This is an optimization exercise on Yosys and OpenROAD, whose aim is small area and few clock cycles, not a production implementation.
In this exercise RTL edits were held to simulation tests only and were not proved equivalent to the original.
No activity file was given, so power comes from the tool's default toggle rates.

==> flow/design.v (outline; a module is shown in full before it is edited, if it fits) <==
// module smpq_cell: 86 lines
// module smpq_cmp_leaf: 9 lines
// module smpq_cmp_leaf_g: 7 lines
// module smpq_cmp_leaf_i: 9 lines
// module smpq_cmp_leaf_i_g: 7 lines
// module smpq_cmp_node_ni: 11 lines
// module smpq_cmp_node_ni_g: 8 lines
// module smpq_cmp_node_pn: 11 lines
// module smpq_cmp_node_pn_g: 8 lines
// module smpq_cmp: 381 lines
// module smpq_cmp_inv: 381 lines
// module stable_min_priority_queue: 166 lines
module stable_min_priority_queue
#(
   parameter int DEPTH        = 16,
   parameter int PAYLOAD_BITS = 16,
   parameter int WRITE_STRIDE = 2      
) (
   input  wire logic                  clock,
   input  wire logic                  reset,
   input  wire logic                  req_tvalid,
   output logic                       req_tready,
   input  wire logic [smpq_pkg::REQ_DATA_W-1:0] req_tdata,   
   input  wire logic [smpq_pkg::OP_W-1:0]       req_tuser,   
   output logic                       rsp_tvalid,
   input  wire logic                  rsp_tready,
   output logic [smpq_pkg::RSP_DATA_W-1:0]      rsp_tdata,   
   output logic [smpq_pkg::RSP_USER_W-1:0]      rsp_tuser    
);
  // ...
==> flow/flow/run.sh <==
#!/bin/bash
# Standard synthesis, then every combinational cell set to its smallest drive
# strength (the layout's repair steps size up again where needed), then the
# standard layout with the smallest buffer on the ports and clock tree
# synthesis run without dummy loads.
set -euo pipefail
R=orfs/results/$FLOW_PLATFORM/stable_min_priority_queue/base
bash standard.sh synth > flow_synth.log 2>&1
python3 flow/downsize.py "$FLOW_HOME/platforms/$FLOW_PLATFORM/lib/sky130_fd_sc_hd__tt_025C_1v80.lib" "$R/1_2_yosys.v" > flow_downsize.log 2>&1
rm -f "$R/1_synth.odb" "$R/1_synth.sdc"
bash standard.sh "BUFFER_PORTS_ARGS=-buffer_cell sky130_fd_sc_hd__buf_1" "CTS_ARGS=-sink_clustering_enable -repair_clock_nets -sink_clustering_size 24 -sink_clustering_max_diameter 90 -dont_use_dummy_load" finish > flow_layout.log 2>&1
==> flow/flow/downsize.py <==
#!/usr/bin/env python3
"""Gate sizing before placement: set every combinational cell in the synthesized
netlist to the smallest drive strength of its type; the flow's repair steps size
up again where slew, capacitance or timing need it. Flip-flops keep their cells."""
import re, sys

lib, netlist = sys.argv[1], sys.argv[2]
text = open(lib).read()
area = {m.group(1): float(m.group(3)) for m in re.finditer(
    r'cell\s*\(\s*"?(\w+)"?\s*\)\s*\{(.*?)area\s*:\s*([\d.]+)', text, re.S)}
seq = set(m.group(1) for m in re.finditer(r'cell\s*\(\s*"?(\w+)"?\s*\)\s*\{[^}]*?\bff\s*\(', text, re.S))
dont = set(sys.argv[3:])

def base(c):
    m = re.match(r'(sky130_fd_sc_hd__\w+?)_(\d+)$', c)
    return (m.group(1), int(m.group(2))) if m else (None, None)

smallest = {}
for c in area:
    b, n = base(c)
    if b is None or c in dont:
        continue
    if b not in smallest or (area[c], n != 1) < (area[smallest[b]], base(smallest[b])[1] != 1):
        smallest[b] = c

v = open(netlist).read()
count = 0
def sub(m):
    global count
    c = m.group(2)
    b, n = base(c)
    if b is None or c in seq or re.search(r'(df|dl|edf|sdf|sedf)', b) or 'conb' in b:
        return m.group(0)
    t = smallest.get(b, c)
    if t != c:
        count += 1
        return m.group(1) + t + m.group(3)
    return m.group(0)
v = re.sub(r'^(\s*)(sky130_fd_sc_hd__\w+)(\s)', sub, v, flags=re.M)
open(netlist, 'w').write(v)
print(f"downsized {count} cells")
==> flow/standard.sh <==
#!/bin/bash
# synth_recipe.tcl (not shown) runs the flow's synth.tcl, then flattens the netlist and writes it again
# the make line also repeats each setting of config.mk as NAME=value (left out here)
make -C /OpenROAD-flow-scripts/flow DESIGN_CONFIG=/design/flow/config.mk WORK_HOME=/design/flow/orfs CLKGATE_MAP_FILE= SYNTH_SCRIPT=/design/flow/synth_recipe.tcl "${@:-finish}"
==> flow/config.mk <==
export PLATFORM = sky130hd
export DESIGN_NAME = stable_min_priority_queue
export DESIGN_NICKNAME = stable_min_priority_queue
export VERILOG_FILES = /design/flow/design.v
export SDC_FILE = /design/flow/constraint.sdc
export NUM_CORES = 4
export LEC_CHECK = 0
export CAP_MARGIN = 20
export CORE_MARGIN = 2
export CORE_UTILIZATION = 40
export CTS_CLUSTER_DIAMETER = 90
export CTS_CLUSTER_SIZE = 24
export GPL_TIMING_DRIVEN = 0
export SLEW_MARGIN = 20
export SYNTH_HIERARCHICAL = 1
export SYNTH_MINIMUM_KEEP_SIZE = 0
==> flow/constraint.sdc <==
create_clock -name core_clock -period 6.0 [get_ports {clock}]
set_input_delay 1.2000 -clock core_clock [delete_from_list [all_inputs] [get_ports {clock}]]
set_output_delay 1.2000 -clock core_clock [all_outputs]
set_load 0.01 [all_outputs]
==> impl_metrics.toml, run 1 <==
[status]
status = "timing/DRC/antenna clean"

[pwr]
power.density_mw_per_mm2 = 300
seqPwrFrac = 0.591
ir_drop_v = 0.000211
p_seq_mw = 10.8
p_leak_nw = 25.7

[clock_tree]
clkSinkCount = 1400
insertion_delay_ns = 0.68
cts_buffers = 69
cts_resized = 0

[sta]
slew_headroom = 0.223
final.setup.tns_ns = 0
finalSetupViolCount = 0
hold_violations = 0
fin_crit_ns = 5.71
worst_slew_pin_slew_ns = 1.16

[placement]
dp_hpwl_microns = 116000
port_buffers = 106

[worst_setup_path]
max_stage_delay_ns = 0.74
cp_top_family = "adder cells"
crit_end = "rsp_data_ff[0]$_SDFFCE_PN0P_"
startpoint = "grp_count_ff[1]$_DFF_P_"
path_class = "flip-flop to flip-flop"
startpoint_type = "flip-flop"
worstPathRequired_ns = 6.46
r2r_cells = 14

[detailed_routing]
vias = 46600
post_drt_wl_per_cell_microns = 18.0
drtPass1Iterations = 8
highest_layer = "met5"
drt-total-wl_microns = 163000
wl_met1_microns = 76600

[layout]
multi_input_area_share = 0.446
num-nonclk-buffers = 212
nets = 7283
fillerInstances = 13800
postLayoutCoreUtil = 0.437
final_cell_mix = "nand2_1, nor2_1, dfxtp_1"
clock_buffers = 69
drive_gt1_frac = 0.0136

[global_routing]
grt_pass1_wl_microns = 248000

[floorplan]
die_y_microns = 380
Testbench counts, summed over its fixed seeds: cycles 12,516.
==> inputs of run 2 (changes only) <==
--- a/flow/flow/run.sh
+++ b/flow/flow/run.sh
@@ -10,2 +10,2 @@
 rm -f "$R/1_synth.odb" "$R/1_synth.sdc"
-bash standard.sh "BUFFER_PORTS_ARGS=-buffer_cell sky130_fd_sc_hd__buf_1" "CTS_ARGS=-sink_clustering_enable -repair_clock_nets -sink_clustering_size 24 -sink_clustering_max_diameter 90 -dont_use_dummy_load" finish > flow_layout.log 2>&1
+bash standard.sh "BUFFER_PORTS_ARGS=-buffer_cell sky130_fd_sc_hd__buf_1" "CTS_ARGS=-sink_clustering_enable -repair_clock_nets -buf_list sky130_fd_sc_hd__clkbuf_8 -sink_clustering_size 14 -sink_clustering_max_diameter 70 -dont_use_dummy_load" finish > flow_layout.log 2>&1
==> run 2 against run 1 <==
Compared with the run above:
- flip-flop and latch count unchanged
- critical endpoint is now rsp_data_ff[14]$_SDFFCE_PN0P_
- synthesized cell count unchanged
- first-iteration DRC count up 5.3%
- largest power group unchanged
- utilization down 0.10 points
==> impl_metrics.toml, run 2 <==
[placement]
dp_hpwl_microns = 116000
port_buffers = 106
place_area_sq_mm = 0.0594
gp_congestion = 0.926

[detailed_routing]
drtPass1Iterations = 6
post_drt_wl_per_cell_microns = 18.0
drt-total-wl_microns = 164000
vias = 46900
drtIter0Drc = 3889
ant_nets = 0
drcViolationCount = 0
avgViaCountPerCell = 5.17

[clock_tree]
cts_buffers = 113
clkSinkCount = 1400
clock-root-buffer = "clkbuf_8"
insertion_delay_ns = 0.87
cts_setup_buffers = 0
clkTransAtPathRegs_ns = 0.09
cts_resized = 0
cts_max_path_buffers = 3
holdBufCountCts = 0
cts_tree = "built"
htreeDepth = 3

[worst_setup_path]
r2r_end = "rsp_data_ff[14]$_SDFFCE_PN0P_"
r2r_cells = 14
cpMostUsedCell = "fa_1"
worstPathRequired_ns = 6.61
path_class = "flip-flop to flip-flop"
crit_arrival_ns = 6.39
regToRegStartpoint = "grp_count_ff[1]$_DFF_P_"
critPathSlowestCell = "buf_1"
regToRegSetupSlack_ns = 0.23
crit_fanout = 10
crit_chain = "fa_1 > fa_1 > ha_1 > inv_1 > fa_1 > xnor2_1 > xnor2_2 > mux2_1 > nor4_1 > and2_1 > buf_1 > clkbuf_1 > a221oi_1 > a31oi_1"
end_kind = "flip-flop"
startpoint_type = "flip-flop"
max_stage_delay_ns = 0.83

[run]
maxCapViolCount = 0

[min_path]
min_to = "g_cell[7].u_cell.prio_ff[61]$_DFF_P_"
min_delay_path_depth = 0
hp-class = "flip-flop to flip-flop"
min_from = "g_cell[6].u_cell.prio_ff[61]$_DFF_P_"

[status]
status = "timing/DRC/antenna clean"

[sta]
worst_slew_pin_slew_ns = 1.18
rsz0062_at_grt = "false"
whs_ns = 0.321
drv_slew = 0
final.setup.tns_ns = 0
fin_worst_skew_ns = 0.0674
fmax_mhz = 173
finalSetupViolCount = 0
hold_violations = 0
fin_crit_sh = 0.962
fin_crit_ns = 5.77
slew_headroom = 0.215

[layout]
drive_gt1_frac = 0.0199
largest_reg_flops = 1024
synthToLayoutAreaGrowth_pct = 8.07
final_cell_mix = "nand2_1, nor2_1, dfxtp_1"
top_register = "g_cell.u_cell.prio_ff"
layout.area.seq_sq_mm = 0.0282
fin_area_sq_mm = 0.0610
nets = 7329
largestRegisters = "g_cell.u_cell.prio_ff (1024), g_cell.u_cell.payload_ff (256), g_cell.u_cell.rank_ff (64)"
multiInputGateArea_sq_mm = 0.0273
fillerInstances = 13900
postLayoutCoreUtil = 0.436
final_common_cell = "nand2_1"

[synth]
syn_area_sq_mm = 0.0565
synthCells = 6956
syn_avg_cell_area_sq_um = 8.12
synth-warning-count = 14
synth_nets = 7097

[global_routing]
antenna_found_initial = 16
grt_pass1_wl_microns = 249000
grt_usage = 0.219
grt-ovfl-total = 0
grt_max_degree = 26
grt_pass1_vias = 43100

[pwr]
ir_drop_v = 0.000173
power_mw = 18.0
power.density_mw_per_mm2 = 295
p_leak_nw = 25.6

[floorplan]
die_y_microns = 380
core_area_sq_mm = 0.140
die_w_microns = 380
initial_utilization = 0.404
dieArea_sq_mm = 0.144
rows = 137
ios = 107
[run 2: changes by cell type in the layout (fill, tap and decap cells not counted), sizes merged]
cell    before  now
buf        194  196
clkbuf      87  131
diode       11   12
[run 2: metrics by stage]
stage,cells,worst slack (ns)
floorplan,6956,0.946
detailed placement,8946,0.219
global route,9069,0.0850
CTS,9059,0.152
finish,9074,0.229
global placement,8938,-1.02
[run 2: layout make-up]
cell class	instances	area share
sequential	1400	0.462
multi-input combinational	5288	0.447
tap	1876	0.0385
clock buffer	113	0.0255
inverter	171	0.0105
timing repair buffer	117	0.00947
buffer	97	0.00613
antenna	12	0.000492
[run 2: worst max-delay path by stage]
stage / start / to / depth (start not counted)
6_report: grp_count_ff[1]$_DFF_P_ / rsp_data_ff[14]$_SDFFCE_PN0P_ / 14
5_1_grt: grp_count_ff[1]$_DFF_P_ / rsp_data_ff[13]$_SDFFCE_PN0P_ / 14
4_1_cts: grp_count_ff[1]$_DFF_P_ / rsp_data_ff[9]$_SDFFCE_PN0P_ / 15
3_5_place_dp: grp_count_ff[1]$_DFF_P_ / rsp_data_ff[9]$_SDFFCE_PN0P_ / 15
3_3_place_gp: req_tuser[0] / g_cell[15].u_cell.rank_ff[3]$_DFF_P_ / 9
2_1_floorplan: req_tuser[0] / g_cell[11].u_cell.rank_ff[3]$_DFF_P_ / 8
[run 2: power breakdown]
part / internal, mW / total, mW / leakage, nW / switching [mW]
clock: 1.67 / 4.67 / 0.813 / 3.00
combinational: 0.895 / 2.50 / 13.2 / 1.60
sequential: 10.2 / 10.8 / 11.7 / 0.636
total: 12.8 / 18.0 / 25.6 / 5.24
[run 2: worst max-delay path, delay by kind of cell (launching register included)]
kind            cells  cell delay [ns]
fa+ha+maj           4             1.57
buf+inv             3             1.54
compound gates      2             0.65
xor+xnor            2             0.52
simple gates        2             0.50
mux                 1             0.41
flops               1             0.32
[run 2: routing by layer]
layer / wire (microns) / GRT usage
met5: 42 / 0
met4: 5400 / 0.0763
met3: 9630 / 0.0324
met2: 71700 / 0.343
met1: 76800 / 0.307

## afterwards: timing with drivers on the ports
No port has a modelled driver above. Below, the same layouts with a new extraction and two added sets of constraints.
Step 1 assumes that a clkbuf_16 drives the clock port and a buf_2 every other input.
Step 2 moves the port delays by t, midway between the first and last clock arrival at a register: inputs arrive t later, outputs are due t later. That takes back most of the time a late clock gives input paths.
a / b / c = ideal ports / drivers / drivers and shift; a / b = the first two.
run | t (ns) | slack for setup (ns) | clock arrival spread, ns | worst register clock-pin slew, ns | worst data-port slew with drivers (ns)
run 1 | 0.732 | 0.294 / 0.294 / 0.152 | 0.054 / 0.054 | 0.10 / 0.10 | 0.17
run 2 | 0.910 | 0.229 / 0.229 / 0.124 | 0.071 / 0.071 | 0.10 / 0.10 | 0.17
After both steps every run listed still meets setup and hold. For run 1, which loses most, drivers alone change the setup slack by 0.000 ns; drivers and shift together by -0.142 ns.
